This design comes from an exercise in tuning for small area and a short achievable clock period on the open sky130 flow, not from production work. Function was checked by simulation only, so behaviour that the tests miss may differ from the original. Power is estimated from default activity; no workload was simulated.

==> flow/design.v <==
module branch_predictor #(
    parameter int unsigned INDEX_W = 6,
    parameter int unsigned TAG_W   = 8
) (
    input  logic        clk_i,
    input  logic        rst_i,
    input  logic [31:0] pc_f_i,
    output logic        pred_taken_o,
    output logic [31:0] pred_pc_o,
    input  logic        ex_valid_i,
    input  logic        ex_is_br_i,
    input  logic [31:0] ex_pc_i,
    input  logic [31:0] ex_target_i,
    input  logic [2:0]  ex_funct3_i,
    input  logic        ex_pred_taken_i,
    input  logic [31:0] ex_pred_pc_i,
    input  logic        br_less_i,
    input  logic        br_equal_i,
    output logic        br_unsigned_o,
    output logic        br_taken_o,
    output logic        mispredict_o,
    output logic [31:0] redirect_pc_o,
    output logic [31:0] br_count_o,
    output logic [31:0] miss_count_o
);
    localparam int unsigned ENTRIES = 1 << INDEX_W;
    logic [ENTRIES-1:0]            valid_q;
    logic [ENTRIES-1:0]            ctr1_q;
    logic [ENTRIES-1:0]            ctr0_q;
    logic [ENTRIES-1:0][TAG_W-1:0] tag_q;
    logic [ENTRIES-1:0][31:0]      target_q;
    logic [31:0]                   br_count_q;
    logic [31:0]                   miss_count_q;
    logic [INDEX_W-1:0] f_idx;
    logic [TAG_W-1:0]   f_tag;
    logic [INDEX_W-1:0] ex_idx;
    logic [TAG_W-1:0]   ex_tag;
    logic               ex_hit;
    logic [1:0]         ex_ctr;
    logic [1:0]         ex_ctr_nx;
    logic               legal;
    logic               outcome;
    logic               res;
    assign f_idx  = pc_f_i[INDEX_W+1:2];
    assign f_tag  = pc_f_i[INDEX_W+TAG_W+1:INDEX_W+2];
    assign ex_idx = ex_pc_i[INDEX_W+1:2];
    assign ex_tag = ex_pc_i[INDEX_W+TAG_W+1:INDEX_W+2];
    logic [ENTRIES-1:0] f_oh;
    logic [ENTRIES-1:0] x_oh;
    logic [ENTRIES-1:0] f_hit;
    logic [31:0]        f_pcp4;
    logic [1:0]         f_none;     
    logic [31:0]        f_tgt_n0;   
    logic [31:0]        f_tgt_n1;   
    logic [31:0]        f_pc_n;     
    logic [TAG_W-1:0]   x_tagr;
    logic               x_valid;
    logic [1:0]         x_ctr;
    always_comb begin
        x_tagr   = '0;
        x_valid  = 1'b0;
        x_ctr    = '0;
        for (int i = 0; i < int'(ENTRIES); i++) begin
            f_oh[i]  = (f_idx == INDEX_W'(i));
            x_oh[i]  = (ex_idx == INDEX_W'(i));
            x_tagr   = x_tagr | (tag_q[i] & {TAG_W{x_oh[i]}});
            x_valid  = x_valid | (valid_q[i] & x_oh[i]);
            x_ctr    = x_ctr | ({ctr1_q[i], ctr0_q[i]} & {2{x_oh[i]}});
        end
    end
    assign f_pcp4 = pc_f_i + 32'd4;
    for (genvar i = 0; i < int'(ENTRIES); i++) begin : g_fhit
        branch_predictor_hit u_hit (.t_i(tag_q[i]), .f_i(f_tag), .s_ni(~(f_oh[i] & ctr1_q[i])),
                                    .y_o(f_hit[i]));
    end
    branch_predictor_ortree u_none0 (.a_i(f_hit[31:0]),  .y_no(f_none[0]));
    branch_predictor_ortree u_none1 (.a_i(f_hit[63:32]), .y_no(f_none[1]));
    branch_predictor_nand2  u_take  (.a_i(f_none[0]), .b_i(f_none[1]), .y_o(pred_taken_o));
    for (genvar j = 0; j < 32; j++) begin : g_pbit
        logic [63:0] tcol;
        for (genvar i = 0; i < int'(ENTRIES); i++) begin : g_col
            assign tcol[i] = target_q[i][j];
        end
        branch_predictor_selor u_t0 (.s_i(f_hit[31:0]),  .d_i(tcol[31:0]),  .y_no(f_tgt_n0[j]));
        branch_predictor_selor u_t1 (.s_i(f_hit[63:32]), .d_i(tcol[63:32]), .y_no(f_tgt_n1[j]));
        branch_predictor_nand3 u_pc (.a_i(f_pcp4[j]), .b_i(f_none[0]), .c_i(f_none[1]),
                                     .y_o(f_pc_n[j]));
        branch_predictor_nand3 u_o  (.a_i(f_tgt_n0[j]), .b_i(f_tgt_n1[j]), .c_i(f_pc_n[j]),
                                     .y_o(pred_pc_o[j]));
    end
    assign br_unsigned_o = ex_funct3_i[1];
    always_comb begin
        legal   = 1'b1;
        outcome = 1'b0;
        case (ex_funct3_i)
            3'b000:         outcome = br_equal_i;
            3'b001:         outcome = ~br_equal_i;
            3'b100, 3'b110: outcome = br_less_i;
            3'b101, 3'b111: outcome = ~br_less_i;
            default:        legal   = 1'b0;
        endcase
    end
    assign res           = ex_valid_i && ex_is_br_i && legal;
    assign br_taken_o    = res && outcome;
    assign mispredict_o  = res && ((br_taken_o != ex_pred_taken_i) ||
                                   (br_taken_o && (ex_pred_pc_i != ex_target_i)));
    assign redirect_pc_o = br_taken_o ? ex_target_i : ex_pc_i + 32'd4;
    assign ex_hit = x_valid && (x_tagr == ex_tag);
    assign ex_ctr = x_ctr;
    always_comb begin
        if (!ex_hit)              ex_ctr_nx = 2'b10;
        else if (br_taken_o)      ex_ctr_nx = (ex_ctr == 2'b11) ? 2'b11 : ex_ctr + 2'd1;
        else                      ex_ctr_nx = (ex_ctr == 2'b00) ? 2'b00 : ex_ctr - 2'd1;
    end
    for (genvar i = 0; i < int'(ENTRIES); i++) begin : g_ent
        logic sel;
        assign sel = res && x_oh[i];
        always_ff @(posedge clk_i or posedge rst_i) begin
            if (rst_i) begin
                valid_q[i] <= 1'b0;
                ctr1_q[i]  <= 1'b0;
            end else if (sel && (br_taken_o || ex_hit)) begin
                valid_q[i] <= 1'b1;
                ctr1_q[i]  <= ex_ctr_nx[1];
            end
        end
        always_ff @(posedge clk_i) begin
            if (sel && (br_taken_o || ex_hit)) begin
                ctr0_q[i] <= ex_ctr_nx[0];
            end
            if (sel && br_taken_o) begin
                tag_q[i]    <= ex_tag;
                target_q[i] <= ex_target_i;
            end
        end
    end
    always_ff @(posedge clk_i or posedge rst_i) begin
        if (rst_i) begin
            br_count_q   <= '0;
            miss_count_q <= '0;
        end else begin
            if (res) begin
                br_count_q <= br_count_q + 32'd1;
            end
            if (mispredict_o) begin
                miss_count_q <= miss_count_q + 32'd1;
            end
        end
    end
    assign br_count_o   = br_count_q;
    assign miss_count_o = miss_count_q;
endmodule
module branch_predictor_nand2 (input logic a_i, input logic b_i, output logic y_o);
    assign y_o = ~(a_i & b_i);
endmodule
module branch_predictor_nor2 (input logic a_i, input logic b_i, output logic y_o);
    assign y_o = ~(a_i | b_i);
endmodule
module branch_predictor_nand3 (input logic a_i, input logic b_i, input logic c_i,
                               output logic y_o);
    assign y_o = ~(a_i & b_i & c_i);
endmodule
module branch_predictor_ortree (
    input  logic [31:0] a_i,
    output logic        y_no
);
    logic [15:0] l1;
    logic [7:0]  l2;
    logic [3:0]  l3;
    logic [1:0]  l4;
    for (genvar k = 0; k < 16; k++) begin : g_l1
        branch_predictor_nor2 u (.a_i(a_i[2*k]), .b_i(a_i[2*k+1]), .y_o(l1[k]));
    end
    for (genvar k = 0; k < 8; k++) begin : g_l2
        branch_predictor_nand2 u (.a_i(l1[2*k]), .b_i(l1[2*k+1]), .y_o(l2[k]));
    end
    for (genvar k = 0; k < 4; k++) begin : g_l3
        branch_predictor_nor2 u (.a_i(l2[2*k]), .b_i(l2[2*k+1]), .y_o(l3[k]));
    end
    for (genvar k = 0; k < 2; k++) begin : g_l4
        branch_predictor_nand2 u (.a_i(l3[2*k]), .b_i(l3[2*k+1]), .y_o(l4[k]));
    end
    branch_predictor_nor2 u_l5 (.a_i(l4[0]), .b_i(l4[1]), .y_o(y_no));
endmodule
module branch_predictor_sel4 (
    input  logic [3:0] s_i,
    input  logic [3:0] d_i,
    output logic       y_o
);
    assign y_o = |(s_i & d_i);
endmodule
module branch_predictor_selor (
    input  logic [31:0] s_i,
    input  logic [31:0] d_i,
    output logic        y_no
);
    logic [7:0]  l2;
    logic [3:0]  l3;
    logic [1:0]  l4;
    for (genvar k = 0; k < 8; k++) begin : g_l2
        branch_predictor_sel4 u (.s_i(s_i[4*k+3:4*k]), .d_i(d_i[4*k+3:4*k]), .y_o(l2[k]));
    end
    for (genvar k = 0; k < 4; k++) begin : g_l3
        branch_predictor_nor2 u (.a_i(l2[2*k]), .b_i(l2[2*k+1]), .y_o(l3[k]));
    end
    for (genvar k = 0; k < 2; k++) begin : g_l4
        branch_predictor_nand2 u (.a_i(l3[2*k]), .b_i(l3[2*k+1]), .y_o(l4[k]));
    end
    branch_predictor_nor2 u_l5 (.a_i(l4[0]), .b_i(l4[1]), .y_o(y_no));
endmodule
module branch_predictor_xor2 (input logic a_i, input logic b_i, output logic y_o);
    assign y_o = a_i ^ b_i;
endmodule
module branch_predictor_nor3 (input logic a_i, input logic b_i, input logic c_i,
                              output logic y_o);
    assign y_o = ~(a_i | b_i | c_i);
endmodule
module branch_predictor_hit (
    input  logic [7:0] t_i,
    input  logic [7:0] f_i,
    input  logic       s_ni,
    output logic       y_o
);
    logic [7:0] x;
    logic [3:0] e;
    logic [1:0] m;
    for (genvar k = 0; k < 8; k++) begin : g_x
        branch_predictor_xor2 u (.a_i(t_i[k]), .b_i(f_i[k]), .y_o(x[k]));
    end
    for (genvar k = 0; k < 4; k++) begin : g_e
        branch_predictor_nor2 u (.a_i(x[2*k]), .b_i(x[2*k+1]), .y_o(e[k]));
    end
    for (genvar k = 0; k < 2; k++) begin : g_m
        branch_predictor_nand2 u (.a_i(e[2*k]), .b_i(e[2*k+1]), .y_o(m[k]));
    end
    branch_predictor_nor3 u_y (.a_i(m[0]), .b_i(m[1]), .c_i(s_ni), .y_o(y_o));
endmodule
make LEC_CHECK=0 CAP_MARGIN=20 CORE_MARGIN=2 CORE_UTILIZATION=45 CTS_CLUSTER_DIAMETER=60 CTS_CLUSTER_SIZE=30 SETUP_SLACK_MARGIN=4.0 SLEW_MARGIN=20 SYNTH_HIERARCHICAL=1 TNS_END_PERCENT=0 finish   # period 10.0 ns
run.sh (not shown) runs the stock make flow with config.mk's settings and CLKGATE_MAP_FILE= SYNTH_SCRIPT=/design/flow/synth_recipe.tcl, a recipe that flattens the netlist after the stock synthesis.
The baseline produced a clean layout.
Rerun with:
--- a/flow/design.v
+++ b/flow/design.v
@@ -64,4 +64,5 @@
             f_oh[i]  = (f_idx == INDEX_W'(i));
             x_oh[i]  = (ex_idx == INDEX_W'(i));
+            f_hit[i] = f_oh[i] & ctr1_q[i] & (tag_q[i] == f_tag);
             x_tagr   = x_tagr | (tag_q[i] & {TAG_W{x_oh[i]}});
             x_valid  = x_valid | (valid_q[i] & x_oh[i]);
@@ -70,8 +71,4 @@
     end
     assign f_pcp4 = pc_f_i + 32'd4;
-    for (genvar i = 0; i < int'(ENTRIES); i++) begin : g_fhit
-        branch_predictor_hit u_hit (.t_i(tag_q[i]), .f_i(f_tag), .s_ni(~(f_oh[i] & ctr1_q[i])),
-                                    .y_o(f_hit[i]));
-    end
     branch_predictor_ortree u_none0 (.a_i(f_hit[31:0]),  .y_no(f_none[0]));
     branch_predictor_ortree u_none1 (.a_i(f_hit[63:32]), .y_no(f_none[1]));
@@ -161,4 +158,8 @@
     assign y_o = ~(a_i & b_i & c_i);
 endmodule
+module branch_predictor_aoi22 (input logic a1_i, input logic a2_i, input logic b1_i,
+                               input logic b2_i, output logic y_o);
+    assign y_o = ~((a1_i & a2_i) | (b1_i & b2_i));
+endmodule
 module branch_predictor_ortree (
     input  logic [31:0] a_i,
@@ -209,29 +210,2 @@
     branch_predictor_nor2 u_l5 (.a_i(l4[0]), .b_i(l4[1]), .y_o(y_no));
 endmodule
-module branch_predictor_xor2 (input logic a_i, input logic b_i, output logic y_o);
-    assign y_o = a_i ^ b_i;
-endmodule
-module branch_predictor_nor3 (input logic a_i, input logic b_i, input logic c_i,
-                              output logic y_o);
-    assign y_o = ~(a_i | b_i | c_i);
-endmodule
-module branch_predictor_hit (
-    input  logic [7:0] t_i,
-    input  logic [7:0] f_i,
-    input  logic       s_ni,
-    output logic       y_o
-);
-    logic [7:0] x;
-    logic [3:0] e;
-    logic [1:0] m;
-    for (genvar k = 0; k < 8; k++) begin : g_x
-        branch_predictor_xor2 u (.a_i(t_i[k]), .b_i(f_i[k]), .y_o(x[k]));
-    end
-    for (genvar k = 0; k < 4; k++) begin : g_e
-        branch_predictor_nor2 u (.a_i(x[2*k]), .b_i(x[2*k+1]), .y_o(e[k]));
-    end
-    for (genvar k = 0; k < 2; k++) begin : g_m
-        branch_predictor_nand2 u (.a_i(e[2*k]), .b_i(e[2*k+1]), .y_o(m[k]));
-    end
-    branch_predictor_nor3 u_y (.a_i(m[0]), .b_i(m[1]), .c_i(s_ni), .y_o(y_o));
-endmodule
Synthesized cell count goes down by about 6%.
Total power goes up by 0.48%.
Clock-buffer cell count goes up by 6.
Sequential power stays flat.
Core utilization goes up by 0.50 points.
Setup slack gets better by 110 ps.
Area after synthesis goes down by 1.5%.
Fmax goes up by 1.6%.
Cell area goes down by 0.90%.
Global-route usage goes up by 2.8 points.


Setup of main:
// branch_predictor: RTL as listed in full above, without the edits since
make LEC_CHECK=0 CAP_MARGIN=20 CORE_MARGIN=2 CORE_UTILIZATION=45 CTS_CLUSTER_DIAMETER=80 CTS_CLUSTER_SIZE=30 SETUP_SLACK_MARGIN=4.0 SLEW_MARGIN=20 SYNTH_HIERARCHICAL=1 TNS_END_PERCENT=0 finish   # period 10.0 ns
diff inputs: main => the feature branch
diff --git a/flow/design.v b/flow/design.v
--- a/flow/design.v
+++ b/flow/design.v
@@ -55,19 +55,13 @@
     logic [31:0]        f_pc_n;     
     logic [TAG_W-1:0]   x_tagr;
     logic               x_valid;
     logic [1:0]         x_ctr;
     always_comb begin
-        x_tagr   = '0;
-        x_valid  = 1'b0;
-        x_ctr    = '0;
         for (int i = 0; i < int'(ENTRIES); i++) begin
             f_oh[i]  = (f_idx == INDEX_W'(i));
             x_oh[i]  = (ex_idx == INDEX_W'(i));
-            x_tagr   = x_tagr | (tag_q[i] & {TAG_W{x_oh[i]}});
-            x_valid  = x_valid | (valid_q[i] & x_oh[i]);
-            x_ctr    = x_ctr | ({ctr1_q[i], ctr0_q[i]} & {2{x_oh[i]}});
         end
     end
     assign f_pcp4 = pc_f_i + 32'd4;
     for (genvar i = 0; i < int'(ENTRIES); i++) begin : g_fhit
         branch_predictor_hit u_hit (.t_i(tag_q[i]), .f_i(f_tag), .s_ni(~(f_oh[i] & ctr1_q[i])),
@@ -103,10 +97,28 @@
     assign res           = ex_valid_i && ex_is_br_i && legal;
     assign br_taken_o    = res && outcome;
     assign mispredict_o  = res && ((br_taken_o != ex_pred_taken_i) ||
                                    (br_taken_o && (ex_pred_pc_i != ex_target_i)));
     assign redirect_pc_o = br_taken_o ? ex_target_i : ex_pc_i + 32'd4;
+    logic [TAG_W+2:0] x_rd;
+    logic [ENTRIES-1:0][TAG_W+2:0] x_ent;
+    for (genvar i = 0; i < int'(ENTRIES); i++) begin : g_xent
+        assign x_ent[i] = {ctr1_q[i], ctr0_q[i], tag_q[i], valid_q[i]};
+    end
+    for (genvar b = 0; b < TAG_W + 3; b++) begin : g_xrd
+        logic [63:0] xcol;
+        logic [1:0]  xn;
+        for (genvar i = 0; i < int'(ENTRIES); i++) begin : g_col
+            assign xcol[i] = x_ent[i][b];
+        end
+        branch_predictor_selor u_x0 (.s_i(x_oh[31:0]),  .d_i(xcol[31:0]),  .y_no(xn[0]));
+        branch_predictor_selor u_x1 (.s_i(x_oh[63:32]), .d_i(xcol[63:32]), .y_no(xn[1]));
+        branch_predictor_nand2 u_x  (.a_i(xn[0]), .b_i(xn[1]), .y_o(x_rd[b]));
+    end
+    assign x_valid = x_rd[0];
+    assign x_tagr  = x_rd[TAG_W:1];
+    assign x_ctr   = x_rd[TAG_W+2:TAG_W+1];
     assign ex_hit = x_valid && (x_tagr == ex_tag);
     assign ex_ctr = x_ctr;
     always_comb begin
         if (!ex_hit)              ex_ctr_nx = 2'b10;
         else if (br_taken_o)      ex_ctr_nx = (ex_ctr == 2'b11) ? 2'b11 : ex_ctr + 2'd1;
@@ -122,18 +134,33 @@
             end else if (sel && (br_taken_o || ex_hit)) begin
                 valid_q[i] <= 1'b1;
                 ctr1_q[i]  <= ex_ctr_nx[1];
             end
         end
+        logic                 we_c, we_c_n;    
+        logic                 we_t, we_t_n;    
+        logic                 ctr0_nx;
+        logic [TAG_W-1:0]     tag_nx;
+        logic [31:0]          target_nx;
+        assign we_c   = sel && (br_taken_o || ex_hit);
+        assign we_c_n = ~we_c;
+        assign we_t   = sel && br_taken_o;
+        assign we_t_n = ~we_t;
+        branch_predictor_hold u_c0 (.e_i(we_c), .en_i(we_c_n), .d_i(ex_ctr_nx[0]),
+                                    .q_i(ctr0_q[i]), .y_o(ctr0_nx));
+        for (genvar b = 0; b < int'(TAG_W); b++) begin : g_tag
+            branch_predictor_hold u_h (.e_i(we_t), .en_i(we_t_n), .d_i(ex_tag[b]),
+                                       .q_i(tag_q[i][b]), .y_o(tag_nx[b]));
+        end
+        for (genvar b = 0; b < 32; b++) begin : g_tgt
+            branch_predictor_hold u_h (.e_i(we_t), .en_i(we_t_n), .d_i(ex_target_i[b]),
+                                       .q_i(target_q[i][b]), .y_o(target_nx[b]));
+        end
         always_ff @(posedge clk_i) begin
-            if (sel && (br_taken_o || ex_hit)) begin
-                ctr0_q[i] <= ex_ctr_nx[0];
-            end
-            if (sel && br_taken_o) begin
-                tag_q[i]    <= ex_tag;
-                target_q[i] <= ex_target_i;
-            end
+            ctr0_q[i]   <= ctr0_nx;
+            tag_q[i]    <= tag_nx;
+            target_q[i] <= target_nx;
         end
     end
     always_ff @(posedge clk_i or posedge rst_i) begin
         if (rst_i) begin
             br_count_q   <= '0;
@@ -233,5 +260,9 @@
     for (genvar k = 0; k < 2; k++) begin : g_m
         branch_predictor_nand2 u (.a_i(e[2*k]), .b_i(e[2*k+1]), .y_o(m[k]));
     end
     branch_predictor_nor3 u_y (.a_i(m[0]), .b_i(m[1]), .c_i(s_ni), .y_o(y_o));
 endmodule
+module branch_predictor_hold (input logic e_i, input logic en_i, input logic d_i,
+                              input logic q_i, output logic y_o);
+    assign y_o = (e_i & d_i) | (en_i & q_i);
+endmodule
==> summary.txt <==
- On net switching component of the power, the higher figure sits with the feature branch, not main.
- Comparing main and the feature branch, the lower worst-margin pin slew was measured on the feature branch.
- Worst slack at placement (lower): the feature branch
- Cmp main and the feature branch / layout buffering overhead excluding clock cells / lower: main
- Relative to main, sequential power share has decreased by 2.3 points in the feature branch.
- Length in cells of the worst reg-to-reg path: higher on the feature branch
- Power ended up 2.5% lower on the feature branch than on main.
- Changes observed in the feature branch relative to main: synthesized cell count went up about 30%; non-clock buffer count went up 152.
- Compared to main, the feature branch has routed metal-1 wirelength about 12% higher.
- Number of inverters outside the clock class in the layout (main / the feature branch): 0.878
- Going from main to the feature branch, aggregate routed wire length shrinks by about 0.36%.
- In the flow results for main and the feature branch, the maximum frequency is larger on the feature branch.

==> static timing again, ports no longer ideal <==
In the flow no input, the clock included, has a driving cell. The finished layouts below were timed again as built, in two steps. Step 1 (the two cells are an assumption about what drives the block):
set clk [get_ports {clk_i}]
set_driving_cell -lib_cell sky130_fd_sc_hd__clkbuf_16 $clk
set_driving_cell -lib_cell sky130_fd_sc_hd__buf_2 [delete_from_list [all_inputs] $clk]
Step 2 times the ports against the registers' clock, not the clock port: input delays grow and output delays shrink by t, the midpoint of the rising clock arrivals with the driver on. Three values: ideal ports, drivers, drivers and shift; two values: the first two.
| run | shift t [ns] | setup WS [ns] | worst setup path after step 2 |
|---|---|---|---|
| the first run of note 1 | 0.963 | 3.080 / 3.110 / 2.186 | input to register |
| the second run of note 1 | 0.983 | 3.191 / 3.047 / 2.381 | input to register |
| main | 0.949 | 3.114 / 3.178 / 2.236 | input to register |
| the feature branch | 0.958 | 3.263 / 2.903 / 2.724 | input to register |
After both steps every run listed still meets setup and hold. For the first run of note 1, which loses most, drivers alone change the setup slack by +0.030 ns; drivers and shift together by -0.894 ns.
